From an optimization exercise on the open Yosys and OpenROAD flow, aimed at small area, a short achievable clock period and few clock cycles; shortcuts taken in it are not production practice.
Where RTL was checked, it was by simulation tests only, not by an equivalence proof against the original.
For runs 3 to 6, only the layout was checked, not whether the RTL still works.
No activity file was given, so power comes from the tool's default toggle rates.

==> flow/run.sh <==
#!/bin/bash
# synth_recipe.tcl (not shown) runs the flow's synth.tcl, then flattens the netlist and writes it again
# the make line also repeats each setting of config.mk as NAME=value (left out here)
make -C /OpenROAD-flow-scripts/flow DESIGN_CONFIG=/design/flow/config.mk WORK_HOME=/design/flow/orfs CLKGATE_MAP_FILE= SYNTH_SCRIPT=/design/flow/synth_recipe.tcl finish
==> flow/config.mk <==
export PLATFORM = sky130hd
export DESIGN_NAME = dma_top
export DESIGN_NICKNAME = dma_top
export VERILOG_FILES = /design/flow/design.v
export SDC_FILE = /design/flow/constraint.sdc
export NUM_CORES = 4
export LEC_CHECK = 0
export ABC_AREA = 1
export CAP_MARGIN = 20
export CORE_MARGIN = 2
export CORE_UTILIZATION = 40
export SLEW_MARGIN = 20
==> flow/constraint.sdc <==
create_clock -name core_clock -period 6.0 [get_ports {CLK}]
set_input_delay 1.2000 -clock core_clock [delete_from_list [all_inputs] [get_ports {CLK}]]
set_output_delay 1.2000 -clock core_clock [all_outputs]
set_load 0.01 [all_outputs]
==> flow/design.v <==
package dma_pkg;
    localparam int DATA_W     = 32;
    localparam int PADDR_W    = 32;
    localparam int WORD_AW    = 16;           
    localparam int BE_W       = DATA_W / 8;
    localparam int SIZE_W     = 16;
    localparam int FIFO_DEPTH = 4;
    localparam int FIFO_LVL_W = 3;            
    localparam int BANK_BIT   = 20;           
    localparam logic [PADDR_W-1:0] REG_SRC  = 32'h0000_0000;
    localparam logic [PADDR_W-1:0] REG_DST  = 32'h0000_0004;
    localparam logic [PADDR_W-1:0] REG_SIZE = 32'h0000_0008;
    localparam logic [PADDR_W-1:0] REG_MODE = 32'h0000_000c;
    localparam logic [PADDR_W-1:0] REG_INT  = 32'h0000_0010;
    localparam logic [BE_W-1:0] BE_ALL  = '1;
    localparam logic [BE_W-1:0] BE_NONE = '0;
    typedef union packed {
        logic [DATA_W-1:0] raw;
        struct packed {
            logic [DATA_W-BANK_BIT-2:0] unused_hi;     
            logic                       bank;
            logic [1:0]                 unused_lo;     
            logic [WORD_AW-1:0]         word;
            logic [1:0]                 offset;
        } f;
    } dma_addr_u;
endpackage
`timescale 1ns/10ps
module dma_top (
    input  logic                        CLK,
    input  logic                        RSTN,
    output logic                        INTR,
    input  logic                        PSEL,
    input  logic                        PENABLE,
    output logic                        PREADY,
    input  logic                        PWRITE,
    input  logic [dma_pkg::PADDR_W-1:0] PADDR,
    input  logic [dma_pkg::DATA_W-1:0]  PWDATA,
    output logic [dma_pkg::DATA_W-1:0]  PRDATA,
    output logic                        mem0_en,
    output logic [dma_pkg::BE_W-1:0]    mem0_we,
    output logic [dma_pkg::WORD_AW-1:0] mem0_addr,
    output logic [dma_pkg::DATA_W-1:0]  mem0_wdata,
    input  logic [dma_pkg::DATA_W-1:0]  mem0_rdata,
    output logic                        mem1_en,
    output logic [dma_pkg::BE_W-1:0]    mem1_we,
    output logic [dma_pkg::WORD_AW-1:0] mem1_addr,
    output logic [dma_pkg::DATA_W-1:0]  mem1_wdata,
    input  logic [dma_pkg::DATA_W-1:0]  mem1_rdata
);
    logic [31:0] src;
    logic [31:0] dst;
    logic [15:0] size;
    logic        busy;           
    logic        int_done;       
    logic [4:0]  sel_q;          
    logic        wr_q;           
    logic        start_q;        
    logic        setup;
    logic        start;
    logic        wen_src, wen_dst, wen_size, wen_int;
    logic        last_wr;        
    assign PREADY = 1'b1;
    assign setup  = PSEL & ~PENABLE;
    always_ff @(posedge CLK or negedge RSTN) begin
        if (!RSTN) begin
            sel_q   <= '0;
            start_q <= 1'b0;
        end else begin
            sel_q[0] <= setup && PADDR == dma_pkg::REG_SRC;
            sel_q[1] <= setup && PADDR == dma_pkg::REG_DST;
            sel_q[2] <= setup && PADDR == dma_pkg::REG_SIZE;
            sel_q[3] <= setup && PADDR == dma_pkg::REG_MODE;
            sel_q[4] <= setup && PADDR == dma_pkg::REG_INT;
            start_q  <= setup && PWRITE && PADDR == dma_pkg::REG_MODE && PWDATA == 32'd1;
        end
    end
    always_ff @(posedge CLK)
        wr_q <= PWRITE;
    assign start    = start_q & ~busy;
    assign wen_src  = sel_q[0] & wr_q & ~busy;
    assign wen_dst  = sel_q[1] & wr_q & ~busy;
    assign wen_size = sel_q[2] & wr_q & ~busy;
    assign wen_int  = sel_q[4] & wr_q & PWDATA[0];
    always_ff @(posedge CLK or negedge RSTN) begin
        if (!RSTN) begin
            src      <= '0;
            dst      <= '0;
            size     <= '0;
            int_done <= 1'b0;
            INTR     <= 1'b0;
        end else begin
            if (wen_src)  src  <= PWDATA;
            if (wen_dst)  dst  <= PWDATA;
            if (wen_size) size <= PWDATA[15:0];
            if (wen_int)
                int_done <= 1'b0;
            INTR <= last_wr | (start & size == '0);
            if (last_wr | (start & size == '0))     
                int_done <= 1'b1;
        end
    end
    assign PRDATA = ({32{sel_q[0]}} & src)
                  | ({32{sel_q[1]}} & dst)
                  | {16'd0, {16{sel_q[2]}} & size}
                  | {31'd0, sel_q[3] & busy}
                  | {31'd0, sel_q[4] & int_done};
    logic        sb, db, same;   
    logic [1:0]  so, dof, d;
    logic        s;              
    logic [1:0]  c;              
    logic [1:0]  end_off;
    logic [3:0]  first_be, last_be, be;
    assign sb       = src[dma_pkg::BANK_BIT];
    assign db       = dst[dma_pkg::BANK_BIT];
    assign same     = sb == db;
    assign so       = src[1:0];
    assign dof      = dst[1:0];
    assign d        = dof - so;
    assign s        = dof < so;
    assign c        = 2'((4'(dof) + 4'(size[1:0]) + 4'd3) >> 2);
    assign end_off  = dof + size[1:0];
    assign first_be = 4'hf << dof;
    assign last_be  = (end_off == 2'd0) ? 4'hf : ~(4'hf << end_off);
    logic        reload;         
    logic        infl;           
    logic        ready;          
    logic        skip;           
    logic        first;          
    logic        last;           
    logic [15:0] rd_addr;
    logic [15:0] wr_addr;
    logic [13:0] q;              
    logic [1:0]  ext;
    logic [31:0] R;
    logic [23:0] H;
    logic [31:0] rdata;
    logic [31:0] rot;
    logic        wr_now, issue, pf_ok, port_free;
    logic        rem2, last_next;
    assign wr_now    = busy & ready;
    assign last_wr   = wr_now & last;
    assign port_free = ~(same & wr_now);
    assign pf_ok     = ~ready & ~(infl & ~skip);
    assign issue     = ~reload & port_free & (busy | start_q | pf_ok);
    assign rem2 = (q == 14'd2 && ext == 2'd0) || (q == 14'd1 && ext == 2'd1)
               || (q == 14'd0 && ext == 2'd2);
    assign rdata = sb ? mem0_rdata : mem1_rdata;
    always_comb begin
        case (d)     
            2'd0: rot = rdata;
            2'd1: rot = {rdata[23:0], rdata[31:24]};
            2'd2: rot = {rdata[15:0], rdata[31:16]};
            default: rot = {rdata[7:0], rdata[31:8]};
        endcase
    end
    always_ff @(posedge CLK or negedge RSTN) begin
        if (!RSTN) begin
            busy   <= 1'b0;
            reload <= 1'b1;
        end else begin
            reload <= wen_src | wen_dst | last_wr;
            if (start && size != '0)
                busy <= 1'b1;
            if (last_wr)
                busy <= 1'b0;
        end
    end
    always_ff @(posedge CLK) begin
        infl <= issue;
        if (infl) begin
            R <= rot;
            H <= R[23:0];
        end
        if (reload) begin
            rd_addr <= src[17:2];
            ready   <= 1'b0;
            skip    <= s;
        end else begin
            if (issue)
                rd_addr <= rd_addr + 1'b1;
            ready <= (infl & ~skip) | (ready & ~wr_now);
            if (infl)
                skip <= 1'b0;
        end
        if (start) begin
            wr_addr <= dst[17:2];
            q       <= size[15:2];
            ext     <= c;
            first   <= 1'b1;
            last    <= (size[15:2] == 14'd0 && c == 2'd1) || (size[15:2] == 14'd1 && c == 2'd0);
        end else if (wr_now) begin
            wr_addr <= wr_addr + 1'b1;
            if (ext != 2'd0)
                ext <= ext - 1'b1;
            else
                q <= q - 1'b1;
            first <= 1'b0;
            last  <= rem2;
        end
    end
    assign be = (first ? first_be : 4'hf) & (last ? last_be : 4'hf);
    logic [31:0] wdata;
    always_comb begin
        for (int b = 0; b < 4; b++)
            wdata[8*b +: 8] = (b < d) ? H[8*b +: 8] : R[8*b +: 8];
    end
    logic wr0, wr1, rd0, rd1;
    assign wr0 = db & wr_now;
    assign wr1 = ~db & wr_now;
    assign rd0 = sb & issue;
    assign rd1 = ~sb & issue;
    assign mem0_en    = wr0 | rd0;
    assign mem1_en    = wr1 | rd1;
    assign mem0_we    = wr0 ? be : 4'd0;
    assign mem1_we    = wr1 ? be : 4'd0;
    assign mem0_addr  = (db & (~sb | wr_now)) ? wr_addr : rd_addr;
    assign mem1_addr  = (~db & (sb | wr_now)) ? wr_addr : rd_addr;
    assign mem0_wdata = wdata;
    assign mem1_wdata = wdata;
endmodule
==> impl_results.md, run 1 <==
* Cell Rows at between 60 and 70
* Clk buf depth at 2
* Synth area leader: edfxtp_1
* Reg-to-reg slack, setup at 2950 ps
* Setup-failing EPs final at 0
* Mapped Cells at between 1000 and 1500
* Worst slew pin tran at 923 ps
* Status: complete, no violations
* Design Area, Final at between 10000 and 15000 um^2
* Leakage Power at 6.72 nW
* CTS H-tree lvls at 4
* DR WL/cell at between 15 and 20 um
* Hold Path Depth at 0
* CP dominant cell by count: nand2_1
* Final Hold Fails at 0
* Worst stage delay on the critical path at 860 ps
* Drt via density at 5.03
* Crit path max fanout at 30
* Die height at between 150 and 200 um
* Syn_area_per_cell at between 7 and 8 um^2
* IO buf count at 271
* Cell Area, Synth at between 10000 and 15000 um^2
* Setup Skew at 14.7 ps
* CP required at ~4800 ps
* Maximum VDD drop at 0.158 mV
* Hold Crit Class: register to register
* Share of Yosys cell area claimed by the top area cell type at 0.277
* #FFs+latches synth at 200
* Total clock buffers created by CTS at 17
* Layout cell share with drive strength beyond 1 at 0.0422
* CTS resizes at 0
* DRT iter0 DRCs at between 800 and 900
* Final min period at approximately 5000 ps
* First-pass GRT wire length at 54200 um
* TritonCTS clock tree: yes
* Overflow after GRT at 0
* I/O pins at ~270
* Die W at 174 um
* Max-slew violations at 0
* FFs w/ async S/R, synth at 0.450
* Worst hold endpoint: H[14]
* Largest net degree at the start of global routing at 60
* Routed vias at between 10000 and 15000
* First-pass iteration count of the detailed router at 6
* # diodes at 0
* Main flop type after synthesis: edfxtp_1
* Post-CTS setup buffer count at 0
* Max-slew headroom at 0.385
* Routed Wire Length at roughly 35000 um
* CP Class: register to output port
* RSZ-0062 raised after global routing: no
* Worst Path Arrival at ~3800 ps
* ANT nets after route at 0
* Die ar. at ~30000 um^2
* Vias in the first global route at between 9000 and 10000
* Multi-input gate area at about 4900 um^2
* Reg2Reg Capture Point: R[11]
* GRT Total Usage at 0.228
* Post-route setup TNS at 0 ps
* Crit-path slowest cell: fa_1
* Clock Latency Late Sink at around 440 ps
* Post-route DRC at 0
* Initial antenna violation count at 0
* Worst r2r src: dst[0]
* Cells on worst reg2reg path at 7
* Post-synth EDFFs at approximately 110
* Distinct cells, synth at 42
* Fin crit share at 0.835
* Worst-path clk slew at 80 ps
* Ys Warns at 2
* CP endpoint kind: output port
* Critical Path, Cell by Cell: inv_1 -> ha_1 -> fa_1 -> nand2_2 -> inv_2 -> nand2_1 -> nand2_1 -> clkdlybuf4s50_1
* RePlAce Congestion at between 0.8 and 0.9
* Hold_sp: R[14]
* Core area at approximately 29000 um^2
* Achievable Freq at roughly 200 MHz
* Max-Cap Viols at 0
* Post-CTS Hold Buffers at 0
* CTS sink count at 200
* Post-DP HPWL at 26000 um
* Register area share after synthesis at 0.479
* Hold_ws at 450 ps
* FF/Latch Area at 5520 um^2
* Syn Nets at between 1500 and 2000
* CP Launch Type: register
* Pwr per Cell Area at around 190 nW/um^2
* Nets at 1845
* Cell Area, Placed at ~14000 um^2
* Synth top area cells: edfxtp_1 28%, nand2_1 20%, dfrtp_1 19%
* CTS root buffer: clkbuf_16
* Fillers at roughly 2800
* Total power at between 2 and 3 mW
* Area Overhead vs Synth at 28.7%
* Initial Util at 0.403
-- state kept, by name (all words and copies together) (netlist names) --
register and cells:
R 32, dst 32, src 32, H 24, rd_addr 16, size 16, wr_addr 16, q 14
sel_q 5, ext 2, INTR 1, busy 1, first 1, infl 1, int_done 1, last 1
ready 1, reload 1, skip 1, start_q 1, wr_q 1
-- cells by family (layout without fill, tap and decap cells) --
family,after synthesis,after routing,share of synthesized area
xor+xnor,12,12,0.00913
flops,200,200,0.479
fa+ha+maj,17,17,0.0191
simple gates,804,804,0.277
buf+inv,239,448,0.0984
compound gates,226,226,0.116
other cells,1,1,0.000326
-- Yosys cell counts (2+ instances only) --
cell type and instances:
a21oi_1 7, a22o_1 15, a31oi_1 3, buf_2 41, buf_4 43, buf_6 3
clkbuf_1 18, dfrtp_1 89, dfxtp_1 4, edfxtp_1 106, ha_1 16, inv_1 126
inv_2 7, nand2_1 602, nand2_2 3, nand3_1 59, nand3b_1 4, nand4_1 14
nor2_1 106, nor2_2 2, nor3_1 7, o2111ai_1 32, o211ai_1 3, o21ai_0 119
o21ai_1 40, o21ai_2 2, o31ai_1 2, or2_2 2, xnor2_1 4, xor2_1 8
-- through the flow --
stage | utilization | worst slack, ps | instances
2_1_floorplan | - | 2610 | 1499
3_3_place_gp | 0.497 | 1610 | 2060
3_5_place_dp | 0.497 | 1470 | 2060
4_1_cts | 0.519 | 991 | 2092
5_1_grt | 0.519 | 705 | 2092
6_report | 0.519 | 988 | 2092
-- worst max path at each step --
stage | to | depth (start not counted) | slack [ps] | from
after floorplan | mem0_en | 3 | 2610 | infl
after global placement | mem0_wdata[1] | 8 | 1610 | dst[0]
after detailed placement | mem1_wdata[5] | 8 | 1470 | dst[0]
after CTS | mem1_wdata[5] | 8 | 990 | dst[0]
after global routing | mem1_wdata[5] | 8 | 710 | dst[0]
final | mem1_wdata[5] | 8 | 990 | dst[0]
-- worst max-delay path: cells and delay by family, from the launching register on --
family                     cells  cell delay, ps
adders and majority gates      2            1070
and+or+nand+nor                3             670
DFF                            1             380
buffers and inverters          3            1240
-- power by group --
part	internal, mW	switching (mW)
clock network	0.576	0.626
registers	1.44	0.000516
logic	0.0919	0.0657
total	2.10	0.692
-- layer usage --
| layer | GRT usage | wire length (um) |
|---|---|---|
| met1 | 0.319 | 15500 |
| met3 | 0.0430 | 2640 |
| met2 | 0.369 | 16000 |
| met5 | 0 | 0 |
| met4 | 0.0487 | 380 |
-- area by class of cell --
type / instances / area share
Tap cell: 384 / 0.0324
Timing Repair Buffer: 283 / 0.189
Multi-Input combinational cell: 1060 / 0.330
Inverter: 133 / 0.0337
Clock inverter: 15 / 0.0136
Sequential cell: 200 / 0.372
Clock buffer: 17 / 0.0287
-- layout by cell type (no fill, tap or decap), drive strengths merged --
cell           synthesis  routed
nand3b                 4       4
clkbuf                18      17
edfxtp               106     106
dfxtp                  4       4
buf                   88      13
o31ai                  2       2
nand3                 60      60
clkinv                 0       9
clkdlybuf4s50          0     270
o32ai                  1       1
nor3                   8       8
o21bai                 1       1
xnor2                  4       4
nor4                   1       1
ha                    16      16
or2                    2       2
dfrtp                 89      89
and3                   1       1
dfstp                  1       1
xor2                   8       8
a22o                  15      15
o21ai                161     161
inv                  133     139
nand2                605     605
fa                     1       1
o2111ai               32      32
o211ai                 3       3
a21oi                  7       7
a31oi                  3       3
nand4                 14      14
a21o                   1       1
nor2                 109     109
conb                   1       1
Testbench counts, summed over its fixed seeds: cycles 17,162.
==> run 2, diff against run 1 <==
--- a/flow/config.mk
+++ b/flow/config.mk
@@ -7,3 +7,2 @@
 export LEC_CHECK = 0
-export ABC_AREA = 1
 export CAP_MARGIN = 20
==> run 2 against run 1 <==
Compared with the run above: still clean; critical path depth is 2 lower; clock-buffer cell count stayed put; sequential share of layout area rose by 0.79 points; register-to-register slack better by 430 ps; flip-flop and latch count unchanged; clock power increased by 3%; sequential power rose by 5%; largest power group unchanged.
==> impl_results.md, run 2 <==
* Status: complete, no violations
* DRT iter0 DRCs at between 600 and 700
* #FFs+latches synth at 200
* Final min period at ~4600 ps
* Syn Nets at between 1000 and 1500
* Cell Area, Synth at about 11000 um^2
* Sw Ratio at 0.264
* Multi-input gate area at 4960 um^2
* Routed Wire Length at ~30000 um
* Multiplexer area fraction after synthesis at 0.235
* Most common cell after layout, fill and taps aside: clkdlybuf4s50_1
* CP Class: register to output port
* RePlAce Congestion at roughly 0.84
* Overflow after GRT at 0
* Setup Skew at ~16 ps
* Largest net degree at the start of global routing at between 60 and 70
* Worst setup margin at about 1400 ps
* Initial antenna violation count at 2
* Register area share after synthesis at 0.495
* Simple-Gate Fraction of Synth Area at 0.0963
* CP Launch Type: register
* CTS root buffer: clkbuf_16
* ANT nets after route at 0
* RSZ-0062 raised after global routing: no
* Leakage Power at ~5.3 nW
* FF/Latch Area at 5520 um^2
* Pwr per Cell Area at approximately 220 nW/um^2
* Achievable Freq at around 220 MHz
* First-pass GRT wire length at roughly 47000 um
* Initial Util at 0.404
* Distinct cells, synth at 57
* Hold Crit Class: register to register
* Hold_ws at approximately 450 ps
* Largest family of logic cells by synthesized area: multiplexers
* Area share of xor/xnor cells in the synthesized design at 0.0298
* Main flop type after synthesis: edfxtp_1
* CP required at roughly 4800 ps
* CTS H-tree lvls at 4
* Post-CTS Hold Buffers at 0
* Post-route DRC at 0
* Largest regs: R: 32 flops, dst: 32 flops, src: 32 flops
* Max-Cap Viols at 0
* Max-slew headroom at 0.454
* Max-slew violations at 0
* Post-Synth Adder-Cell Area at 0.0197
* Routed vias at approximately 8000
* Fin crit share at 0.760
* Cell Rows at 61
* DR WL/cell at around 20 um
* Worst-path clk slew at roughly 90 ps
* Gate power share at 0.128
* TritonCTS clock tree: yes
* Internal power at 2.32 mW
* Cell family with most CP delay: adder cells
* Crit path max fanout at 18
* Nets at about 1200
* Ys Warns at 2
* Maximum VDD drop at 0.157 mV
* Vias in the first global route at 7997
* Post-CTS setup buffer count at 0
* Most frequent cells in the layout: 270 x clkdlybuf4s50_1, 165 x mux2_2, 106 x edfxtp_1
* Fillers at 2458
* Most common cell in the netlist: mux2_2
* Drt via density at 5.40
* FFs w/ async S/R, synth at 0.450
* Net switching power at roughly 0.83 mW
* DP Worst Slack at between 1500 and 2000 ps
* First-pass iteration count of the detailed router at 6
* Post-DP HPWL at between 20000 and 25000 um
* Core area at around 28000 um^2
* Syn_area_per_cell at approximately 13 um^2
* GRT Total Usage at 0.212
* Post-synth EDFFs at about 110
* Die ar. at around 29000 um^2
* Worst slew pin tran at slightly above 800 ps
* Mapped Cells at about 900
* Synth Area in Compound Gates at 0.0618
* Final Util at 0.525
* Die height at about 170 um
* Sequential power share at 0.478
* Share of Yosys cell area claimed by the top area cell type at 0.285
* Area Overhead vs Synth at 30.2%
* Crit-path slowest cell: fa_2
* Setup-failing EPs final at 0
* Final Hold Fails at 0
* Die W at about 170 um
* Clock Latency Late Sink at 450 ps
* Total power at roughly 3.2 mW
* Synth area leader: edfxtp_1
* CTS resizes at 0
* Worst stage delay on the critical path at 830 ps
* IO buf count at 271
* Total clock buffers created by CTS at 17
* Clk buf depth at 2
* Worst Path Arrival at 3360 ps
* Clock share of power at 0.394
* CP endpoint kind: output port
* CTS sink count at 200
* I/O pins at roughly 270
* Post-route setup TNS at 0 ps
* Layout cell share with drive strength beyond 1 at 0.222
* Synth top area cells: edfxtp_1 29%, dfrtp_1 20%, mux2_2 17%
* Most frequent cells after synthesis: 165 x mux2_2, 106 x edfxtp_1, 89 x dfrtp_1
* Critical Path, Cell by Cell: inv_1 -> ha_1 -> fa_2 -> nand2_1 -> mux2_2 -> clkdlybuf4s50_1
* Buf/Inv on CP at 2
-- run 2: changes by cell type after synthesis, moves of 19 or more --
cell	previous run	this run
nand2_1	602	78
o2111ai_1	32	0
mux2_2	0	165
nor2_1	106	27
buf_2	41	13
nor4_1	1	20
o21ai_0	119	53
inv_1	126	34
mux4_2	0	22
o21ai_1	40	0
nand3_1	59	23
-- run 2: power by group through the flow --
stage / clock network [mW] / logic, mW / registers, mW
2_1_floorplan: 0 / 0.229 / 1.52
3_3_place_gp: 0 / 0.400 / 1.53
3_5_place_dp: 0 / 0.405 / 1.53
4_1_cts: 1.27 / 0.407 / 1.51
5_1_grt: 1.33 / 0.435 / 1.51
6_report: 1.24 / 0.404 / 1.51
-- run 2: cell families after synthesis --
kind of cell             count (synthesis)
AO/OA/AOI/OAI                          100
XOR/XNOR                                38
adder cells (fa/ha/maj)                 17
buffers and inverters                  124
flip-flops                             200
multiplexers                           197
other                                    1
AND/OR/NAND/NOR                        208
-- run 2: final timing paths --
kind	from	depth (start not counted)	slack, ps	to
setup / recovery	dst[0]	6	1440	mem0_wdata[3]
hold / removal	R[9]	0	450	H[9]
setup reg to reg	dst[0]	5	3380	R[12]
hold reg to reg	R[9]	0	450	H[9]
max in group asynchronous	RSTN	2	4190	src[20]
min in group asynchronous	RSTN	1	740	dst[18]
-- run 2: metal layers --
metal,part of all wire,vias to the layer above,global-route usage
met5,0,-,0
met4,0.018,0,0.0578
met3,0.077,33,0.0541
met2,0.47,306,0.335
met1,0.44,3987,0.291
li1,-,3712,-
-- run 2: worst register-to-register path: cells and delay by family, from the launching register on --
kind / cells / cell delay (ps)
fa+ha+maj: 2 / 1030
buf+inv: 2 / 480
flops: 1 / 440
mux: 1 / 410
-- run 2: area by class of cell --
cell class / instances / share of cell area
clock inverters: 15 / 0.0152
repair buffers: 281 / 0.192
well taps: 378 / 0.0326
clock buffers: 17 / 0.0293
diodes: 2 / 0.000345
inverters: 34 / 0.00879
flip-flops and latches: 200 / 0.380
multi-input cells: 561 / 0.342
-- run 2: metrics by stage --
step | std cells | instance area, um^2
6_report | 1488 | 14500
5_1_grt | 1488 | 14500
4_1_cts | 1486 | 14500
3_5_place_dp | 1454 | 13900
3_3_place_gp | 1454 | 13900
2_1_floorplan | 885 | 11200
==> run 3, diff against run 2 <==
--- a/flow/design.v
+++ b/flow/design.v
@@ -74,3 +74,3 @@
             sel_q[4] <= setup && PADDR == dma_pkg::REG_INT;
-            start_q  <= setup && PWRITE && PADDR == dma_pkg::REG_MODE && PWDATA == 32'd1;
+            start_q  <= n_start_q;
         end
@@ -108,3 +108,3 @@
     logic        sb, db, same;   
-    logic [1:0]  so, dof, d;
+    logic [1:0]  so, dof;
     logic        s;              
@@ -112,3 +112,4 @@
     logic [1:0]  end_off;
-    logic [3:0]  first_be, last_be, be;
+    logic [3:0]  first_be, last_be;
+    logic        one_word;       
     assign sb       = src[dma_pkg::BANK_BIT];
@@ -118,3 +119,2 @@
     assign dof      = dst[1:0];
-    assign d        = dof - so;
     assign s        = dof < so;
@@ -124,3 +124,5 @@
     assign last_be  = (end_off == 2'd0) ? 4'hf : ~(4'hf << end_off);
+    assign one_word = (size[15:2] == 14'd0 && c == 2'd1) || (size[15:2] == 14'd1 && c == 2'd0);
     logic        reload;         
+    logic        iss;            
     logic        infl;           
@@ -128,4 +130,6 @@
     logic        skip;           
-    logic        first;          
     logic        last;           
+    logic [1:0]  d;              
+    logic [3:0]  be;             
+    logic        asel0, asel1;   
     logic [15:0] rd_addr;
@@ -134,15 +138,20 @@
     logic [1:0]  ext;
-    logic [31:0] R;
-    logic [23:0] H;
+    logic [31:0] W;              
+    logic [23:0] C;              
     logic [31:0] rdata;
     logic [31:0] rot;
-    logic        wr_now, issue, pf_ok, port_free;
-    logic        rem2, last_next;
-    assign wr_now    = busy & ready;
-    assign last_wr   = wr_now & last;
-    assign port_free = ~(same & wr_now);
-    assign pf_ok     = ~ready & ~(infl & ~skip);
-    assign issue     = ~reload & port_free & (busy | start_q | pf_ok);
+    logic        wr_now, rem2;
+    logic        n_busy, n_ready, n_reload, n_skip, n_start_q, n_wr_now, n_iss;
+    assign wr_now  = busy & ready;
+    assign last_wr = wr_now & last;
     assign rem2 = (q == 14'd2 && ext == 2'd0) || (q == 14'd1 && ext == 2'd1)
                || (q == 14'd0 && ext == 2'd2);
+    assign n_busy    = (busy & ~last_wr) | (start & size != '0);
+    assign n_reload  = wen_src | wen_dst | last_wr;
+    assign n_ready   = ~reload & ((infl & ~skip) | (ready & ~wr_now));
+    assign n_skip    = reload ? s : (skip & ~infl);
+    assign n_start_q = setup && PWRITE && PADDR == dma_pkg::REG_MODE && PWDATA == 32'd1;
+    assign n_wr_now  = n_busy & n_ready;
+    assign n_iss     = ~n_reload & ~(same & n_wr_now)
+                     & (n_busy | n_start_q | (~n_ready & ~(iss & ~n_skip)));
     assign rdata = sb ? mem0_rdata : mem1_rdata;
@@ -160,8 +169,7 @@
             reload <= 1'b1;
+            iss    <= 1'b0;
         end else begin
-            reload <= wen_src | wen_dst | last_wr;
-            if (start && size != '0)
-                busy <= 1'b1;
-            if (last_wr)
-                busy <= 1'b0;
+            busy   <= n_busy;
+            reload <= n_reload;
+            iss    <= n_iss;
         end
@@ -169,18 +177,18 @@
     always_ff @(posedge CLK) begin
-        infl <= issue;
+        d     <= dof - so;
+        infl  <= iss;
+        ready <= n_ready;
+        skip  <= n_skip;
+        asel0 <= db & (~sb | n_wr_now);
+        asel1 <= ~db & (sb | n_wr_now);
         if (infl) begin
-            R <= rot;
-            H <= R[23:0];
-        end
-        if (reload) begin
+            W[31:24] <= rot[31:24];
+            for (int b = 0; b < 3; b++)
+                W[8*b +: 8] <= (b < d) ? C[8*b +: 8] : rot[8*b +: 8];
+            C <= rot[23:0];
+        end
+        if (reload)
             rd_addr <= src[17:2];
-            ready   <= 1'b0;
-            skip    <= s;
-        end else begin
-            if (issue)
-                rd_addr <= rd_addr + 1'b1;
-            ready <= (infl & ~skip) | (ready & ~wr_now);
-            if (infl)
-                skip <= 1'b0;
-        end
+        else if (iss)
+            rd_addr <= rd_addr + 1'b1;
         if (start) begin
@@ -189,4 +197,4 @@
             ext     <= c;
-            first   <= 1'b1;
-            last    <= (size[15:2] == 14'd0 && c == 2'd1) || (size[15:2] == 14'd1 && c == 2'd0);
+            last    <= one_word;
+            be      <= first_be & (one_word ? last_be : 4'hf);
         end else if (wr_now) begin
@@ -197,11 +205,5 @@
                 q <= q - 1'b1;
-            first <= 1'b0;
-            last  <= rem2;
-        end
-    end
-    assign be = (first ? first_be : 4'hf) & (last ? last_be : 4'hf);
-    logic [31:0] wdata;
-    always_comb begin
-        for (int b = 0; b < 4; b++)
-            wdata[8*b +: 8] = (b < d) ? H[8*b +: 8] : R[8*b +: 8];
+            last <= rem2;
+            be   <= rem2 ? last_be : 4'hf;
+        end
     end
@@ -210,4 +212,4 @@
     assign wr1 = ~db & wr_now;
-    assign rd0 = sb & issue;
-    assign rd1 = ~sb & issue;
+    assign rd0 = sb & iss;
+    assign rd1 = ~sb & iss;
     assign mem0_en    = wr0 | rd0;
@@ -216,6 +218,6 @@
     assign mem1_we    = wr1 ? be : 4'd0;
-    assign mem0_addr  = (db & (~sb | wr_now)) ? wr_addr : rd_addr;
-    assign mem1_addr  = (~db & (sb | wr_now)) ? wr_addr : rd_addr;
-    assign mem0_wdata = wdata;
-    assign mem1_wdata = wdata;
+    assign mem0_addr  = asel0 ? wr_addr : rd_addr;
+    assign mem1_addr  = asel1 ? wr_addr : rd_addr;
+    assign mem0_wdata = W;
+    assign mem1_wdata = W;
 endmodule
==> run 3 against run 2 <==
Compared with the run above: clock-buffer cell count increased by 17; power increased by 6.1%; worst setup slack improved by 930 ps; routed wire length increased by 7.7%; synthesized cell count increased by 14%; combinational power decreased by 14%; final cell count increased by 9.3%; via count increased by 8.9%; fmax increased by 26%; core utilization increased by 0.72 points; register-to-register slack got worse by 340 ps; critical path type unchanged; highest routed layer unchanged.
==> impl_results.md, run 3 <==
* Status: complete, no violations
* Overflow after GRT at 0
* Final Hold Fails at 0
* Post-DP HPWL at about 24000 um
* Most common cell after layout, fill and taps aside: clkdlybuf4s50_1
* Synth Area in Compound Gates at 0.103
* CP endpoint kind: output port
* DP Worst Slack at around 2700 ps
* Syn Nets at 1163
* Syn_area_per_cell at 11.0 um^2
* Layout cell share with drive strength beyond 1 at 0.147
* Largest regs: W: 32 flops, dst: 32 flops, src: 32 flops
* DRT iter0 DRCs at 712
* Area share of xor/xnor cells in the synthesized design at 0.0315
* Max-slew violations at 0
* Distinct cells, synth at 55
* Nets at about 1400
* Reg-to-reg slack, setup at approximately 3000 ps
* GRT Total Usage at 0.219
* Routed vias at just under 9000
* Cells on worst reg2reg path at 3
* Max-Cap Viols at 0
* Initial Util at 0.403
* Cell Rows at ~60
* Post-synth EDFFs at 109
* Initial antenna violation count at 0
* Largest net degree at the start of global routing at 60
* GR Util met2 at 0.355
* Cell Area, Placed at roughly 14000 um^2
* Setup-failing EPs final at 0
* Most frequent cells after synthesis: 124 x mux2_2, 119 x nand2_1, 109 x edfxtp_1
* TritonCTS clock tree: yes
* ANT nets after route at 0
* Core area at between 20000 and 30000 um^2
* Routed Wire Length at about 33000 um
* Synth top area cells: edfxtp_1 29%, dfrtp_1 20%, mux2_2 13%
* Worst hold endpoint: int_done
* CP Launch Type: register
* Post-CTS Hold Buffers at 0
* Drt via density at approximately 5.4
* I/O pins at about 270
* RSZ-0062 raised after global routing: no
* Pwr per Cell Area at 227 nW/um^2
* IO buf count at 271
* Max-slew headroom at 0.265
* Multiplexer area fraction after synthesis at 0.155
* Final min period at roughly 3600 ps
* #FFs+latches synth at around 210
* CP Class: register to output port
* CTS root buffer: clkbuf_16
* Achievable Freq at 275 MHz
* Synth area leader: edfxtp_1
* Worst Path Arrival at between 2000 and 2500 ps
* Worst-path clk slew at roughly 60 ps
* CP required at 4800 ps
* Share of Yosys cell area claimed by the top area cell type at 0.294
* Most frequent cells in the layout: 270 x clkdlybuf4s50_1, 124 x mux2_2, 119 x nand2_1
* Main flop type after synthesis: edfxtp_1
* CTS resizes at 0
* GR Layer Usage met1 at 0.312
* Post-Synth Adder-Cell Area at 0.0209
* Post-route DRC at 0
* Vias in the first global route at between 8000 and 9000
* Die W at between 150 and 200 um
* Area Overhead vs Synth at 32.1%
* Hold_ws at between 400 and 500 ps
* Ys Warns at 1
* Maximum VDD drop at 0.160 mV
* Grt met3 use at 0.0322
* Total clock buffers created by CTS at 24
* Most common cell in the netlist: mux2_2
* Register area share after synthesis at 0.513
* First-pass GRT wire length at approximately 49000 um
* # diodes at 0
* Reg2Reg Capture Point: W[5]
* Setup Skew at between 10 and 15 ps
* Post-CTS setup buffer count at 0
* Simple-Gate Fraction of Synth Area at 0.121
* Cell Area, Synth at between 10000 and 15000 um^2
* GRT busiest layer: met2
* Leakage Power at 5.62 nW
* Mapped Cells at about 1000
* Hold Path Depth at 1
* Design Area, Final at ~15000 um^2
* Worst slew pin tran at 1100 ps
* Fin crit share at 0.605
* DR WL/cell at 20.2 um
* Worst setup margin at about 2400 ps
* Crit path max fanout at 18
* Hold Crit Class: register to register
* Die ar. at just under 30000 um^2
* Clk buf depth at 3
* CTS sink count at ~210
* Largest family of logic cells by synthesized area: multiplexers
* CTS H-tree lvls at 1
* Hold_sp: int_done
* Clock Latency Late Sink at between 500 and 600 ps
* Worst r2r src: d[0]
* Post-route setup TNS at 0 ps
* FFs w/ async S/R, synth at 0.438
* Die height at ~170 um
* First-pass iteration count of the detailed router at 5
* RePlAce Congestion at 0.813
* Fillers at around 2500
-- run 3: worst max-delay path by stage --
stage / startpoint / to / slack [ps] / depth (start not counted)
2_1_floorplan: PADDR[5] / iss / 3290 / 5
3_3_place_gp: PADDR[5] / iss / 2720 / 6
3_5_place_dp: PADDR[5] / iss / 2700 / 6
4_1_cts: sel_q[0] / PRDATA[17] / 2320 / 3
5_1_grt: sel_q[0] / PRDATA[6] / 2260 / 4
6_report: sel_q[0] / PRDATA[17] / 2370 / 3
-- run 3: logic make-up (layout without fill, tap and decap cells) --
| family | count (synthesis) | after routing |
|---|---|---|
| simple gates | 276 | 276 |
| flops | 208 | 208 |
| buf+inv | 129 | 365 |
| mux | 157 | 157 |
| fa+ha+maj | 18 | 18 |
| other cells | 1 | 1 |
| compound gates | 183 | 183 |
| xor+xnor | 40 | 40 |
-- run 3: worst max-delay path, cell delays in order (launching register included) --
cell and delay (ps):
dfrtp_1 720, buf_4 380, a22o_1 260, clkdlybuf4s50_1 560
-- run 3: layout make-up --
type	count	area, um^2	area share
inverters	40	150	0.0102
well taps	378	473	0.0322
clock buffers	34	699	0.0475
multi-input cells	675	4820	0.328
repair buffers	281	2800	0.190
clock inverters	10	50.0	0.00340
flip-flops and latches	208	5720	0.389
-- run 3: through the flow --
stage / total power, mW / std cells / utilization
3_3_place_gp: 1.97 / 1581 / 0.505
3_5_place_dp: 1.97 / 1581 / 0.505
5_1_grt: 3.47 / 1626 / 0.532
4_1_cts: 3.37 / 1625 / 0.532
2_1_floorplan: 1.79 / 1012 / -
6_report: 3.34 / 1626 / 0.532
-- run 3: routing by layer --
| metal | vias to the layer above | share of wire | routed length [um] |
|---|---|---|---|
| li1 | 4079 | - | - |
| met1 | 4311 | 0.46 | 15000 |
| met2 | 321 | 0.47 | 15300 |
| met3 | 41 | 0.060 | 1980 |
| met4 | 0 | 0.018 | 578 |
| met5 | - | 0 | 0 |
-- run 3: where the power goes --
group | internal [mW] | switching, mW | leakage [nW]
clock network | 0.809 | 0.588 | 0.373
registers | 1.55 | 0.0519 | 2.09
logic | 0.180 | 0.168 | 3.16
==> run 4, diff against run 3 <==
==> flow/flow/run.sh (new file) <==
#!/bin/bash
# Standard ORFS layout (standard.sh) with two changes:
#  - port buffers use buf_1 instead of the default clkdlybuf4s50_1
#  - CTS inserts no dummy loads
set -euo pipefail
export BUFFER_PORTS_ARGS="-buffer_cell sky130_fd_sc_hd__buf_1"
export CTS_ARGS="-sink_clustering_enable -repair_clock_nets -dont_use_dummy_load"
bash standard.sh > standard_make.log 2>&1
==> flow/standard.sh (new file) <==
#!/bin/bash
# synth_recipe.tcl (not shown) runs the flow's synth.tcl, then flattens the netlist and writes it again
# the make line also repeats each setting of config.mk as NAME=value (left out here)
make -C /OpenROAD-flow-scripts/flow DESIGN_CONFIG=/design/flow/config.mk WORK_HOME=/design/flow/orfs CLKGATE_MAP_FILE= SYNTH_SCRIPT=/design/flow/synth_recipe.tcl "${@:-finish}"
removed: flow/run.sh
==> run 4 against run 3 <==
Compared with the run above: clock-buffer cell count decreased by 10; worst setup slack improved by 330 ps; sequential power about the same; flip-flop and latch count unchanged; clock power decreased by 13%; via count decreased by 1.1%; fmax increased by 9.9%; highest routed layer unchanged.
==> impl_results.md, run 4 <==
* Status: complete, no violations
* CTS H-tree lvls at 1
* Initial Util at 0.403
* Multiplexer area fraction after synthesis at 0.155
* Share of Yosys cell area claimed by the top area cell type at 0.294
* Buf/Inv on CP at 3
* Cell family with most CP delay: flip-flops
* Largest net degree at the start of global routing at 60
* Max-slew violations at 0
* Crit-path slowest cell: dfrtp_1
* Die ar. at between 20000 and 30000 um^2
* TritonCTS clock tree: yes
* Post-CTS Hold Buffers at 0
* # diodes at 0
* Hold Crit Class: register to register
* CP Class: register to output port
* Critical Path, Cell by Cell: buf_4 -> a222oi_1 -> inv_1 -> buf_1
* FFs w/ async S/R, synth at 0.438
* Achievable Freq at 303 MHz
* First-pass GRT wire length at roughly 46000 um
* Post-Synth Adder-Cell Area at 0.0209
* Sw Ratio at 0.237
* ANT nets after route at 0
* Ys Warns at 1
* Die height at between 150 and 200 um
* Most frequent cells after synthesis: 124 x mux2_2, 119 x nand2_1, 109 x edfxtp_1
* GRT Total Usage at 0.201
* Largest family of logic cells by synthesized area: multiplexers
* Most common cell after layout, fill and taps aside: buf_1
* Area share of xor/xnor cells in the synthesized design at 0.0315
* Syn Nets at roughly 1200
* Maximum VDD drop at ~0.17 mV
* DRT iter0 DRCs at between 600 and 700
* Synth area leader: edfxtp_1
* Clock Latency Late Sink at 500 ps
* IO buf count at roughly 270
* First-pass iteration count of the detailed router at 8
* Total clock buffers created by CTS at 24
* Overflow after GRT at 0
* RSZ-0062 raised after global routing: no
* Distinct cells, synth at 55
* RePlAce Congestion at 0.811
* Pwr per Cell Area at roughly 240 nW/um^2
* Clock share of power at 0.393
* Synth Area in Compound Gates at 0.103
* Syn_area_per_cell at approximately 11 um^2
* CTS sink count at ~210
* Net switching power at 0.736 mW
* Worst-path clk slew at 50 ps
* Layout cell share with drive strength beyond 1 at 0.140
* CTS root buffer: clkbuf_16
* Cell Rows at 61
* FF/Latch Area at about 5700 um^2
* Most frequent cells in the layout: 270 x buf_1, 124 x mux2_2, 119 x nand2_1
* Post-DP HPWL at 21700 um
* Post-synth EDFFs at 109
* Setup-failing EPs final at 0
* Area Overhead vs Synth at 15.6%
* Post-route DRC at 0
* Most common cell in the netlist: mux2_2
* WL met1 at between 10000 and 15000 um
* Worst stage delay on the critical path at approximately 740 ps
* Initial antenna violation count at 0
* Max-slew headroom at 0.299
* Multi-input gate area at 4820 um^2
* Cell Area, Synth at approximately 11000 um^2
* Crit path max fanout at 18
* Fillers at 2589
* I/O pins at 273
* Routed vias at 8656
* Worst setup margin at ~2700 ps
* Internal power at roughly 2.4 mW
* Final min period at 3300 ps
* CP Launch Type: register
* Register area share after synthesis at 0.513
* Leakage Power at just under 5 nW
* CP required at between 4000 and 5000 ps
* Post-CTS setup buffer count at 0
* Met2 Wirelength at 14200 um
* DP Worst Slack at just under 3000 ps
* CP endpoint kind: output port
* Core area at 27600 um^2
* Vias in the first global route at between 8000 and 9000
* Gate power share at 0.094
* Die W at roughly 170 um
* Fin crit share at 0.551
* Synth top area cells: edfxtp_1 29%, dfrtp_1 20%, mux2_2 13%
* Final Hold Fails at 0
* Sequential power share at 0.513
* Nets at 1381
* WL met3 at 1700 um
* Placed insts at approximately 1600
* Largest regs: W: 32 flops, dst: 32 flops, src: 32 flops
* Worst Path Arrival at around 2100 ps
* Highest layer used for signal routing: met4
* Post-route setup TNS at 0 ps
* Drt via density at approximately 5.4
* Routed Wire Length at approximately 30000 um
* CTS resizes at 0
* Mapped Cells at between 1000 and 1500
* #FFs+latches synth at between 200 and 250
* DR WL/cell at roughly 19 um
* Fin cells at 1606
* Simple-Gate Fraction of Synth Area at 0.121
* Max-Cap Viols at 0
* Setup Skew at 15.7 ps
* Worst slew pin tran at 1050 ps
* Main flop type after synthesis: edfxtp_1
* Clk buf depth at 3
run 4: changes by cell type in the layout (fill, tap and decap cells not counted), moves of 4 or more:
| cell | previous run | this run |
|---|---|---|
| buf_1 | 0 | 270 |
| clkbuf_1 | 5 | 0 |
| clkbuf_8 | 4 | 0 |
| clkdlybuf4s50_1 | 270 | 0 |
| clkinv_1 | 5 | 1 |
| clkinv_2 | 4 | 0 |
run 4: final timing paths:
path	to	slack (ps)	from	cells after the start
worst max-delay path	PRDATA[12]	2700	sel_q[0]	4
worst min-delay path	infl	480	iss	0
worst max register to register	W[0]	3210	d[0]	3
worst min register to register	infl	480	iss	0
max in group asynchronous	src[20]	4150	RSTN	2
min in group asynchronous	src[3]	770	RSTN	1
run 4: worst register-to-register path, stage by stage, from the launching register on:
cell and delay [ps]:
dfxtp_2 1000, clkinv_1 750, nand2_1 630, o21ai_0 150
run 4: final cells by class:
| class | count | share of cell area |
|---|---|---|
| clock buffers | 24 | 0.0466 |
| inverters | 40 | 0.0117 |
| multi-input cells | 675 | 0.375 |
| flip-flops and latches | 208 | 0.444 |
| well taps | 378 | 0.0367 |
| repair buffers | 281 | 0.0867 |
run 4: logic make-up (layout without fill, tap and decap cells):
kind of cell               count (synthesis)  after routing
AOI/OAI and AO/OA                        183            183
xor gates and xnor gates                  40             40
adders and majority gates                 18             18
buffers and inverters                    129            345
DFF                                      208            208
muxes                                    157            157
other                                      1              1
and+or+nand+nor                          276            276
run 4: power groups by stage:
stage	registers (mW)	clock network [mW]	logic, mW
after floorplan	1.59	0	0.200
after global placement	1.62	0	0.288
after detailed placement	1.62	0	0.292
after CTS	1.59	1.26	0.294
after global routing	1.60	1.30	0.328
final	1.59	1.22	0.291
run 4: through the flow:
step	area [um^2]	hold WS, ps	utilization	power (mW)
detailed placement	12300	475	0.443	1.91
CTS	12900	488	0.465	3.14
global route	12900	499	0.466	3.23
finish	12900	484	0.466	3.10
floorplan	11100	401	-	1.79
global placement	12300	472	0.443	1.91
run 4: metal layers:
metal / vias to the layer above / GRT usage
met2: 307 / 0.330
met5: - / 0
met3: 51 / 0.0248
met1: 4228 / 0.281
met4: 0 / 0.0601
li1: 4070 / -
==> run 5, diff against run 4 <==
==> flow/flow/run.sh (replaced) <==
#!/bin/bash
# Standard ORFS layout (standard.sh) with changes to port buffers and CTS.
set -euo pipefail
export BUFFER_PORTS_ARGS="-buffer_cell sky130_fd_sc_hd__buf_1"
export CTS_ARGS="-sink_clustering_enable -repair_clock_nets -dont_use_dummy_load -buf_list sky130_fd_sc_hd__clkbuf_4 -sink_clustering_size 25"
bash standard.sh > standard_make.log 2>&1
--- a/flow/config.mk
+++ b/flow/config.mk
@@ -9,3 +9,3 @@
 export CORE_MARGIN = 2
-export CORE_UTILIZATION = 40
+export CORE_UTILIZATION = 60
 export SLEW_MARGIN = 20
==> run 5 against run 4 <==
Compared with the run above: fmax shrank 2.4%; register-to-register slack worse by 150 ps; still clean; synthesized cell count stayed put; flip-flop and latch count did not move; critical endpoint is now PRDATA[10]; die area is 33% lower; critical path type unchanged; clock-buffer cell count increased by 29; synthesized area unchanged; via count rose by 1.7%.
==> impl_results.md, run 5 <==
* Status: complete, no violations
* First-pass iteration count of the detailed router at 5
* Buf/Inv on CP at 3
* First-pass GRT wire length at roughly 44000 um
* Worst-path clk slew at about 50 ps
* Setup Skew at between 20 and 30 ps
* DR WL/cell at ~19 um
* Crit-path slowest cell: dfrtp_1
* Internal power at 2.07 mW
* ANT nets after route at 0
* RSZ-0062 raised after global routing: no
* Drt via density at approximately 5.9
* Post-DP HPWL at ~20000 um
* Initial antenna violation count at 1
* Routed vias at roughly 9000
* Cell Rows at 49
* Share of Yosys cell area claimed by the top area cell type at 0.294
* Main flop type after synthesis: edfxtp_1
* Met2 Wirelength at 13200 um
* Setup-failing EPs final at 0
* Overflow after GRT at 0
* Post-route DRC at 0
* Core area at between 15000 and 20000 um^2
* Maximum VDD drop at 0.153 mV
* Fillers at around 1500
* Post-CTS setup buffer count at 0
* WL met3 at between 2000 and 2500 um
* Total clock buffers created by CTS at 53
* Highest layer used for signal routing: met4
* Max-slew violations at 0
* Final Hold Fails at 0
* Critical Path, Cell by Cell: buf_4 -> a222oi_1 -> inv_1 -> buf_1
* Max-Cap Viols at 0
* Routed Wire Length at approximately 28000 um
* Worst Path Arrival at around 2200 ps
* Synth top area cells: edfxtp_1 29%, dfrtp_1 20%, mux2_2 13%
* Cell family with most CP delay: flip-flops
* Most frequent cells after synthesis: 124 x mux2_2, 119 x nand2_1, 109 x edfxtp_1
* I/O pins at between 200 and 300
* Largest net degree at the start of global routing at between 50 and 60
* #FFs+latches synth at 208
* Clock share of power at 0.323
* Largest regs: W: 32 flops, dst: 32 flops, src: 32 flops
* CP required at 4800 ps
* Most common cell in the netlist: mux2_2
* Achievable Freq at 295 MHz
* IO buf count at around 270
* Ys Warns at 1
* CTS sink count at approximately 210
* Hold_ws at 492 ps
* Syn_area_per_cell at roughly 11 um^2
* CP Launch Type: register
* GRT Total Usage at 0.284
* Worst stage delay on the critical path at approximately 570 ps
* Pwr per Cell Area at roughly 220 nW/um^2
* Initial Util at 0.616
* Syn Nets at 1163
* RePlAce Congestion at 0.896
* Fin crit share at 0.564
* Mapped Cells at around 1000
* Post-CTS Hold Buffers at 0
* Most frequent cells in the layout: 270 x buf_1, 124 x mux2_2, 119 x nand2_1
* Final min period at 3390 ps
* Hold Crit Class: register to register
* Most common cell after layout, fill and taps aside: buf_1
* Leakage Power at around 4.8 nW
* Net switching power at 0.707 mW
* Max-slew headroom at 0.312
* WL met1 at about 12000 um
* Register area share after synthesis at 0.513
* Die ar. at around 20000 um^2
* Layout cell share with drive strength beyond 1 at 0.160
* Distinct cells, synth at 55
* Area Overhead vs Synth at 12.2%
* Crit path max fanout at 19
* Cell Area, Synth at about 11000 um^2
* Die height at 140 um
* CTS resizes at 0
* CTS root buffer: clkbuf_4
* Synth area leader: edfxtp_1
* CTS H-tree lvls at 2
* DRT iter0 DRCs at 670
* CP Class: register to output port
* Nets at 1410
* Clock Latency Late Sink at roughly 650 ps
* Gate power share at 0.104
* CP endpoint kind: output port
* Post-route setup TNS at 0 ps
* Die W at ~140 um
* Vias in the first global route at approximately 8400
* Sw Ratio at 0.255
* Post-synth EDFFs at around 110
* TritonCTS clock tree: yes
* FFs w/ async S/R, synth at 0.438
* Clk buf depth at 3
* Sequential power share at 0.573
* Worst slew pin tran at a little over 1000 ps
run 5: cell families after synthesis:
logic type,count (synthesis),share of synthesized area
multiplexers,157,0.155
AO/OA/AOI/OAI,183,0.103
adder cells (fa/ha/maj),18,0.0209
XOR/XNOR,40,0.0315
flip-flops,208,0.513
AND/OR/NAND/NOR,276,0.121
other,1,0.000337
buffers and inverters,129,0.0548
run 5: final timing paths:
check	start	endpoint	slack, ps	depth (start not counted)
min in group asynchronous	RSTN	src[5]	620	1
max	sel_q[0]	PRDATA[10]	2610	4
min reg2reg	int_done	int_done	490	1
min	int_done	int_done	490	1
max in group asynchronous	RSTN	src[20]	4380	2
max reg2reg	d[0]	W[2]	3060	3
run 5: cell type report:
type | count | area (um^2) | share of cell area
Inverter | 40 | 150 | 0.0120
Sequential cell | 208 | 5720 | 0.457
Clock buffer | 53 | 398 | 0.0318
Multi-Input combinational cell | 675 | 4820 | 0.386
Antenna cell | 1 | 2.50 | 0.000200
Timing Repair Buffer | 281 | 1120 | 0.0893
Tap cell | 229 | 287 | 0.0229
run 5: power groups by stage:
stage,Clock (mW),Sequential (mW),Combinational [mW]
after floorplan,0,1.59,0.200
after global placement,0,1.62,0.279
after detailed placement,0,1.62,0.286
after CTS,0.918,1.59,0.288
after global routing,0.982,1.60,0.322
final,0.896,1.59,0.287
run 5: per-layer routing:
layer / vias to the layer above / global-route usage
li1: 4144 / -
met1: 4243 / 0.398
met2: 365 / 0.453
met3: 54 / 0.0550
met4: 0 / 0.0930
met5: - / 0
run 5: per-stage QoR:
stage / cell area (um^2) / power (mW) / setup WS [ps] / std cells / util
CTS: 12500 / 2.80 / 2540 / 1485 / 0.689
global route: 12500 / 2.90 / 2430 / 1487 / 0.691
global placement: 12100 / 1.90 / 3090 / 1432 / 0.667
detailed placement: 12100 / 1.90 / 3070 / 1432 / 0.667
floorplan: 11100 / 1.79 / 3290 / 1012 / -
finish: 12500 / 2.77 / 2610 / 1487 / 0.691
==> run 6, diff against run 5 <==
==> flow/flow/run.sh (replaced) <==
#!/bin/bash
# Standard ORFS layout (standard.sh) with changes to port buffers and CTS.
set -euo pipefail
export BUFFER_PORTS_ARGS="-buffer_cell sky130_fd_sc_hd__buf_1"
export CTS_ARGS="-sink_clustering_enable -repair_clock_nets -dont_use_dummy_load -buf_list {sky130_fd_sc_hd__clkbuf_4 sky130_fd_sc_hd__clkbuf_8} -sink_clustering_size 20 -sink_clustering_max_diameter 100"
bash standard.sh > standard_make.log 2>&1
--- a/flow/config.mk
+++ b/flow/config.mk
@@ -9,3 +9,3 @@
 export CORE_MARGIN = 2
-export CORE_UTILIZATION = 60
+export CORE_UTILIZATION = 50
 export SLEW_MARGIN = 20
==> run 6 against run 5 <==
Compared with the run above: core utilization shrank 13 points; register-to-register slack gained 110 ps; design area shrank 1.3%; clock-buffer cell count shrank 39; highest routed layer unchanged.
==> impl_results.md, run 6 <==
* Most common cell after layout, fill and taps aside: buf_1
* Post-DP HPWL at around 20000 um
* Max-Cap Viols at 0
* # diodes at 0
* CTS root buffer: clkbuf_8
* Post-CTS Hold Buffers at 0
* Post-route setup TNS at 0 ps
* Syn_area_per_cell at 11.0 um^2
* Drt via density at around 5.5
* Layout cell share with drive strength beyond 1 at 0.133
* Share of Yosys cell area claimed by the top area cell type at 0.294
* Total clock buffers created by CTS at 14
* First-pass iteration count of the detailed router at 7
* Worst setup margin at between 2000 and 3000 ps
* ANT nets after route at 0
* #FFs+latches synth at approximately 210
* Highest layer used for signal routing: met4
* RSZ-0062 raised after global routing: no
* Pwr per Cell Area at about 200 nW/um^2
* GRT Total Usage at 0.233
* Hold Crit Class: register to register
* Max-slew headroom at 0.304
* Post-route DRC at 0
* Die ar. at roughly 23000 um^2
* Initial antenna violation count at 0
* Syn Nets at ~1200
* Vias in the first global route at approximately 7900
* Post-synth EDFFs at roughly 110
* Cell Rows at 54
* Leakage Power at 4.61 nW
* Initial Util at 0.510
* Worst slew pin tran at approximately 1000 ps
* CTS H-tree lvls at 1
* Placed insts at approximately 1500
* Worst-path clk slew at approximately 120 ps
* Distinct cells, synth at 55
* DP Worst Slack at approximately 3000 ps
* Area Overhead vs Synth at 10.7%
* WL met1 at roughly 13000 um
* Most frequent cells in the layout: 270 x buf_1, 124 x mux2_2, 119 x nand2_1
* DR WL/cell at about 19 um
* Routed Wire Length at 27900 um
* Largest regs: W: 32 flops, dst: 32 flops, src: 32 flops
* Most common cell in the netlist: mux2_2
* Most frequent cells after synthesis: 124 x mux2_2, 119 x nand2_1, 109 x edfxtp_1
* Achievable Freq at roughly 300 MHz
* Ys Warns at 1
* Main flop type after synthesis: edfxtp_1
* Fin cells at around 1500
* Overflow after GRT at 0
* Met2 Wirelength at 12400 um
* Final min period at between 3000 and 4000 ps
* Die W at 153 um
* CTS sink count at approximately 210
* Fin crit share at 0.548
* FFs w/ async S/R, synth at 0.438
* Routed vias at 8291
* Nets at 1371
* RePlAce Congestion at roughly 0.8
* WL met3 at 1710 um
* Die height at ~150 um
* CP Class: register to output port
* CTS resizes at 0
* CP Launch Type: register
* Post-CTS setup buffer count at 0
* Max-slew violations at 0
* CP required at 4800 ps
* Synth top area cells: edfxtp_1 29%, dfrtp_1 20%, mux2_2 13%
* Core area at 21800 um^2
* Synth area leader: edfxtp_1
* Mapped Cells at between 1000 and 1500
* Setup-failing EPs final at 0
* Largest net degree at the start of global routing at 57
* First-pass GRT wire length at 44000 um
* TritonCTS clock tree: yes
* Final Hold Fails at 0
* I/O pins at 273
* Register area share after synthesis at 0.513
* Setup Skew at roughly 38 ps
* Clock Latency Late Sink at between 500 and 600 ps
* Worst Path Arrival at 2090 ps
* Maximum VDD drop at roughly 0.15 mV
* Hold_ws at approximately 500 ps
* Crit path max fanout at 20
* CP endpoint kind: output port
* Cell Area, Synth at roughly 11000 um^2
* Status: complete, no violations
* IO buf count at 271
* DRT iter0 DRCs at around 530
* Clk buf depth at 3
## run 6: final timing paths
path / start / to / slack, ps / cells after the start
min: int_done / int_done / 500 / 1
min reg2reg: int_done / int_done / 500 / 1
min in group asynchronous: RSTN / size[2] / 690 / 1
max reg2reg: d[0] / W[4] / 3170 / 3
max: sel_q[0] / PRDATA[9] / 2710 / 4
max in group asynchronous: RSTN / src[20] / 4190 / 2
## run 6: per-stage QoR
step,cell area [um^2],utilization,total power [mW]
floorplan,11100,-,1.79
global placement,12100,0.556,1.90
detailed placement,12100,0.556,1.90
CTS,12300,0.565,2.54
global route,12300,0.565,2.63
finish,12300,0.565,2.51
## run 6: final cells by class
type / count / area [um^2]
flip-flops and latches: 208 / 5720
clock buffers: 14 / 193
fillers: 1980 / 9490
multi-input cells: 675 / 4820
inverters: 40 / 150
well taps: 280 / 350
repair buffers: 281 / 1100
## run 6: logic make-up (layout without fill, tap and decap cells)
family | after synthesis | count (layout) | share of synthesized area
other cells | 1 | 1 | 0.000337
mux | 157 | 157 | 0.155
fa+ha+maj | 18 | 18 | 0.0209
xor+xnor | 40 | 40 | 0.0315
buf+inv | 129 | 335 | 0.0548
flops | 208 | 208 | 0.513
simple gates | 276 | 276 | 0.121
compound gates | 183 | 183 | 0.103
## run 6: power breakdown
part | internal, mW | leakage (nW) | total, mW | switching, mW
combinational | 0.122 | 2.43 | 0.285 | 0.163
clock | 0.213 | 0.101 | 0.636 | 0.423
sequential | 1.54 | 2.09 | 1.59 | 0.0418
total | 1.88 | 4.61 | 2.51 | 0.627
## run 6: worst max-delay path, cell delays in order (launching register included)
cell      delay, ps
dfrtp_1         600
buf_4           330
a222oi_1        440
inv_1            70
buf_1           130
## run 6: layer usage
| layer | vias to the layer above | GRT usage |
|---|---|---|
| li1 | 4035 | - |
| met1 | 3953 | 0.348 |
| met2 | 270 | 0.357 |
| met3 | 33 | 0.0377 |
| met4 | 0 | 0.0582 |
| met5 | - | 0 |
==> run 7, diff against run 6 <==
--- a/flow/design.v
+++ b/flow/design.v
@@ -84,7 +84,18 @@
     assign wen_int  = sel_q[4] & wr_q & PWDATA[0];
+    logic [31:0] src_q, dst_q;
+    logic [15:0] size_q;
+    logic        v_src, v_dst, v_size;
+    always_ff @(posedge CLK) begin
+        if (wen_src)  src_q  <= PWDATA;
+        if (wen_dst)  dst_q  <= PWDATA;
+        if (wen_size) size_q <= PWDATA[15:0];
+    end
+    assign src  = src_q & {32{v_src}};
+    assign dst  = dst_q & {32{v_dst}};
+    assign size = size_q & {16{v_size}};
     always_ff @(posedge CLK or negedge RSTN) begin
         if (!RSTN) begin
-            src      <= '0;
-            dst      <= '0;
-            size     <= '0;
+            v_src    <= 1'b0;
+            v_dst    <= 1'b0;
+            v_size   <= 1'b0;
             int_done <= 1'b0;
@@ -92,5 +103,5 @@
         end else begin
-            if (wen_src)  src  <= PWDATA;
-            if (wen_dst)  dst  <= PWDATA;
-            if (wen_size) size <= PWDATA[15:0];
+            if (wen_src)  v_src  <= 1'b1;
+            if (wen_dst)  v_dst  <= 1'b1;
+            if (wen_size) v_size <= 1'b1;
             if (wen_int)
@@ -102,5 +113,5 @@
     end
-    assign PRDATA = ({32{sel_q[0]}} & src)
-                  | ({32{sel_q[1]}} & dst)
-                  | {16'd0, {16{sel_q[2]}} & size}
+    assign PRDATA = ({32{sel_q[0] & v_src}} & src_q)
+                  | ({32{sel_q[1] & v_dst}} & dst_q)
+                  | {16'd0, {16{sel_q[2] & v_size}} & size_q}
                   | {31'd0, sel_q[3] & busy}
@@ -189,9 +200,6 @@
         end
-        if (reload)
-            rd_addr <= src[17:2];
-        else if (iss)
-            rd_addr <= rd_addr + 1'b1;
+        rd_addr <= reload ? src[17:2] : rd_addr + 16'(iss);
+        wr_addr <= start ? dst[17:2] : wr_addr + 16'(wr_now);
+        q       <= start ? size[15:2] : q - 14'(wr_now & ext == 2'd0);
         if (start) begin
-            wr_addr <= dst[17:2];
-            q       <= size[15:2];
             ext     <= c;
@@ -200,7 +208,4 @@
         end else if (wr_now) begin
-            wr_addr <= wr_addr + 1'b1;
             if (ext != 2'd0)
                 ext <= ext - 1'b1;
-            else
-                q <= q - 1'b1;
             last <= rem2;
==> flow/flow/run.sh (replaced) <==
#!/bin/bash
# Standard ORFS layout (standard.sh) with changes to port buffers and CTS.
set -euo pipefail
export BUFFER_PORTS_ARGS="-buffer_cell sky130_fd_sc_hd__buf_1"
export CTS_ARGS="-sink_clustering_enable -repair_clock_nets -dont_use_dummy_load -buf_list {sky130_fd_sc_hd__clkbuf_4 sky130_fd_sc_hd__clkbuf_8} -sink_clustering_size 14 -sink_clustering_max_diameter 100"
bash standard.sh > standard_make.log 2>&1
--- a/flow/config.mk
+++ b/flow/config.mk
@@ -10,2 +10,3 @@
 export CORE_UTILIZATION = 50
+export SETUP_SLACK_MARGIN = 3.5
 export SLEW_MARGIN = 20
==> run 7 against run 6 <==
Compared with the run above: flip-flop and latch count is 3 higher; still clean on timing, DRC and antenna; clock skew grew 22 ps; routed wire length grew 6.5%; final cell count down 1.7%; critical endpoint is now PRDATA[6]; critical path type unchanged; largest cell class unchanged.
==> impl_results.md, run 7 <==
* Reg-to-reg slack, setup at roughly 3300 ps
* Worst-path clk slew at around 100 ps
* Post-DP HPWL at between 15000 and 20000 um
* Status: complete, no violations
* Cell Rows at 52
* Main flop type after synthesis: edfxtp_1
* Cell Area, Synth at 10500 um^2
* Most common cell after layout, fill and taps aside: buf_1
* Pwr per Cell Area at around 190 nW/um^2
* Largest regs: W: 32 flops, dst_q: 32 flops, src_q: 32 flops
* Clk buf depth at 3
* Post-route DRC at 0
* Final min period at 2980 ps
* RSZ-0062 raised after global routing: yes
* Layout cell share with drive strength beyond 1 at 0.215
* Max-slew violations at 0
* IO buf count at 271
* Max-slew headroom at 0.362
* First-pass GRT wire length at about 44000 um
* Routed Wire Length at 29700 um
* Routed vias at around 8200
* Die W at between 100 and 150 um
* Syn Nets at 1096
* I/O pins at 273
* Synth top area cells: edfxtp_1 41%, dfxtp_1 10%, mux2_2 5.5%
* Most frequent cells in the layout: 200 x buf_1, 143 x edfxtp_1, 114 x nand2_1
* Crit path max fanout at 8
* Setup-failing EPs final at 0
* Crit-path slowest cell: dfrtp_4
* Cells on worst reg2reg path at 13
* Share of Yosys cell area claimed by the top area cell type at 0.411
* Maximum VDD drop at 0.136 mV
* Total power at approximately 2.4 mW
* Max-Cap Viols at 0
* CTS sink count at ~210
* Worst hold endpoint: rd_addr[5]
* Hold Crit Class: register to register
* Largest family of logic cells by synthesized area: simple AND/OR/NAND/NOR gates
* Overflow after GRT at 0
* #FFs+latches synth at approximately 210
* Post-Synth Adder-Cell Area at 0.0223
* Vias in the first global route at 7722
* Fin crit share at 0.497
* Area share of xor/xnor cells in the synthesized design at 0.0352
* Syn_area_per_cell at about 11 um^2
* Reg2Reg Capture Point: be[1]
* Worst stage delay on the critical path at approximately 550 ps
* Cell family with most CP delay: flip-flops
* Synth Area in Compound Gates at 0.105
* CTS H-tree lvls at 1
* Post-synth EDFFs at ~140
* Leakage Power at 4.94 nW
* Worst Path Arrival at ~1800 ps
* Post-route setup TNS at 0 ps
* Clock Latency Late Sink at 540 ps
* Setup Skew at 59.1 ps
* Register area share after synthesis at 0.548
* Synth area leader: edfxtp_1
* CTS root buffer: clkbuf_8
* Hold Path Depth at 2
* CP endpoint kind: output port
* Initial Util at 0.513
* Simple-Gate Fraction of Synth Area at 0.132
* DR WL/cell at just over 20 um
* Most common cell in the netlist: edfxtp_1
* Die height at ~150 um
* CP required at between 4000 and 5000 ps
* Hold_sp: src_q[7]
* First-pass iteration count of the detailed router at 5
* Nets at between 1000 and 1500
* Core area at 20400 um^2
* GRT Total Usage at 0.261
* CP Class: register to output port
* Area Overhead vs Synth at 21.3%
* Distinct cells, synth at 59
* Drt via density at between 5 and 6
* TritonCTS clock tree: yes
* Largest net degree at the start of global routing at 42
* CP Launch Type: register
* RePlAce Congestion at approximately 0.8
* FFs w/ async S/R, synth at 0.0664
* Ys Warns at 1
* Worst r2r src: v_dst
* Final Hold Fails at 0
* Initial antenna violation count at 0
* Most frequent cells after synthesis: 143 x edfxtp_1, 120 x nand2_1, 58 x a21oi_1
* DRT iter0 DRCs at about 610
* Achievable Freq at between 300 and 400 MHz
* Die ar. at roughly 22000 um^2
* Buf/Inv on CP at 1
* ANT nets after route at 0
* Total clock buffers created by CTS at 19
* Mapped Cells at between 900 and 1000
* Multiplexer area fraction after synthesis at 0.103
* Critical Path, Cell by Cell: and2_4 -> a22oi_2 -> nand2_1 -> buf_2
* Worst slew pin tran at 958 ps
[run 7: final cells by class]
type,instances,area [um^2]
Fill cell,1695,7690
Sequential cell,211,5750
Multi-Input combinational cell,632,4530
Timing Repair Buffer,312,1690
Tap cell,270,338
Clock buffer,19,262
Inverter,28,105
Antenna cell,1,2.50
[run 7: cell families (layout without fill, tap and decap cells)]
| logic type | after synthesis | in the layout |
|---|---|---|
| buf+inv | 110 | 359 |
| xor+xnor | 42 | 42 |
| flops | 211 | 211 |
| fa+ha+maj | 18 | 18 |
| other cells | 1 | 2 |
| compound gates | 182 | 182 |
| mux | 97 | 97 |
| simple gates | 284 | 292 |
[run 7: worst max path at each step]
stage,start,end,slack [ps],cells after the start
after CTS,v_src,PRDATA[4],3030,4
after global placement,v_dst,PRDATA[0],2390,4
after detailed placement,v_dst,PRDATA[0],2770,4
after global routing,v_src,PRDATA[2],2980,4
final,v_src,PRDATA[6],3020,4
after floorplan,asel0,mem0_addr[10],3500,3
[run 7: through the flow]
stage,setup WS [ps],util,instance area (um^2),hold WS (ps),std cells
3_5_place_dp,2770,0.561,11400,482,1411
5_1_grt,2980,0.622,12700,548,1472
2_1_floorplan,3500,-,10500,413,945
6_report,3020,0.622,12700,520,1473
4_1_cts,3030,0.612,12500,522,1469
3_3_place_gp,2390,0.561,11400,487,1411
[run 7: report_power, final]
| part | internal [mW] | switching (mW) | leakage [nW] |
|---|---|---|---|
| clock network | 0.284 | 0.452 | 0.137 |
| registers | 1.55 | 0.000201 | 1.91 |
| logic | 0.0415 | 0.0502 | 2.89 |
| total | 1.87 | 0.502 | 4.94 |
[run 7: worst reg2reg max path, stage by stage (launching register included)]
cell	delay, ps
dfrtp_4	520
buf_6	150
buf_12	100
buf_6	100
and2_4	140
inv_2	40
ha_2	170
or2_4	260
ha_4	270
nand2b_1	50
a21o_1	150
a221o_1	340
o21ai_4	100
a22oi_1	100
[run 7: repair_timing]
item | 4_1_cts | 5_1_grt
pin swaps | 38 | 25
resized for setup | 143 | 73
buffers inserted | 30 | 3
endpoints found under the setup margin | 82 | 82
hold buffers | 0 | 0
gates cloned | 9 | 0
[run 7: layer usage]
| layer | share of wire | wire (um) | up-vias | GRT usage |
|---|---|---|---|---|
| met2 | 0.47 | 13800 | 316 | 0.424 |
| met5 | 0 | 0 | - | 0 |
| met1 | 0.45 | 13300 | 3891 | 0.374 |
| li1 | - | - | 3902 | - |
| met4 | 0.023 | 696 | 0 | 0.0619 |
| met3 | 0.063 | 1860 | 49 | 0.0383 |
Testbench counts of run 7, summed over its fixed seeds: cycles 17,162.

[afterwards: timing with drivers on the ports]
No port has a modelled driver above. Below, the same layouts with a new extraction and two added sets of constraints. Step 1, drivers: a clkbuf_16 drives CLK and a buf_2 each remaining input, both assumed. Step 2 moves the port delays by t, midway between the first and last clock arrival at a register: inputs arrive t later, outputs are due t later. That takes back most of the time a late clock gives input paths. Three values: no drivers, after step 1, after step 2; two values: the first two.
run | t (ns) | setup slack, ns | hold slack, ns | cell pins on the clock port's net
run 1 | 0.483 | 0.988 / 0.939 / 1.423 | 0.450 / 0.450 / 0.450 | 1
run 2 | 0.489 | 1.441 / 1.394 / 1.883 | 0.454 / 0.454 / 0.454 | 1
run 3 | 0.559 | 2.369 / 2.321 / 2.657 | 0.494 / 0.494 / 0.494 | 1
run 4 | 0.546 | 2.696 / 2.647 / 2.846 | 0.484 / 0.484 / 0.484 | 1
run 5 | 0.679 | 2.615 / 2.571 / 3.032 | 0.492 / 0.492 / 0.492 | 1
run 6 | 0.531 | 2.710 / 2.668 / 2.870 | 0.499 / 0.499 / 0.499 | 1
run 7 | 0.554 | 3.018 / 2.974 / 3.155 | 0.520 / 0.520 / 0.520 | 1
After both steps every run listed still meets setup and hold.
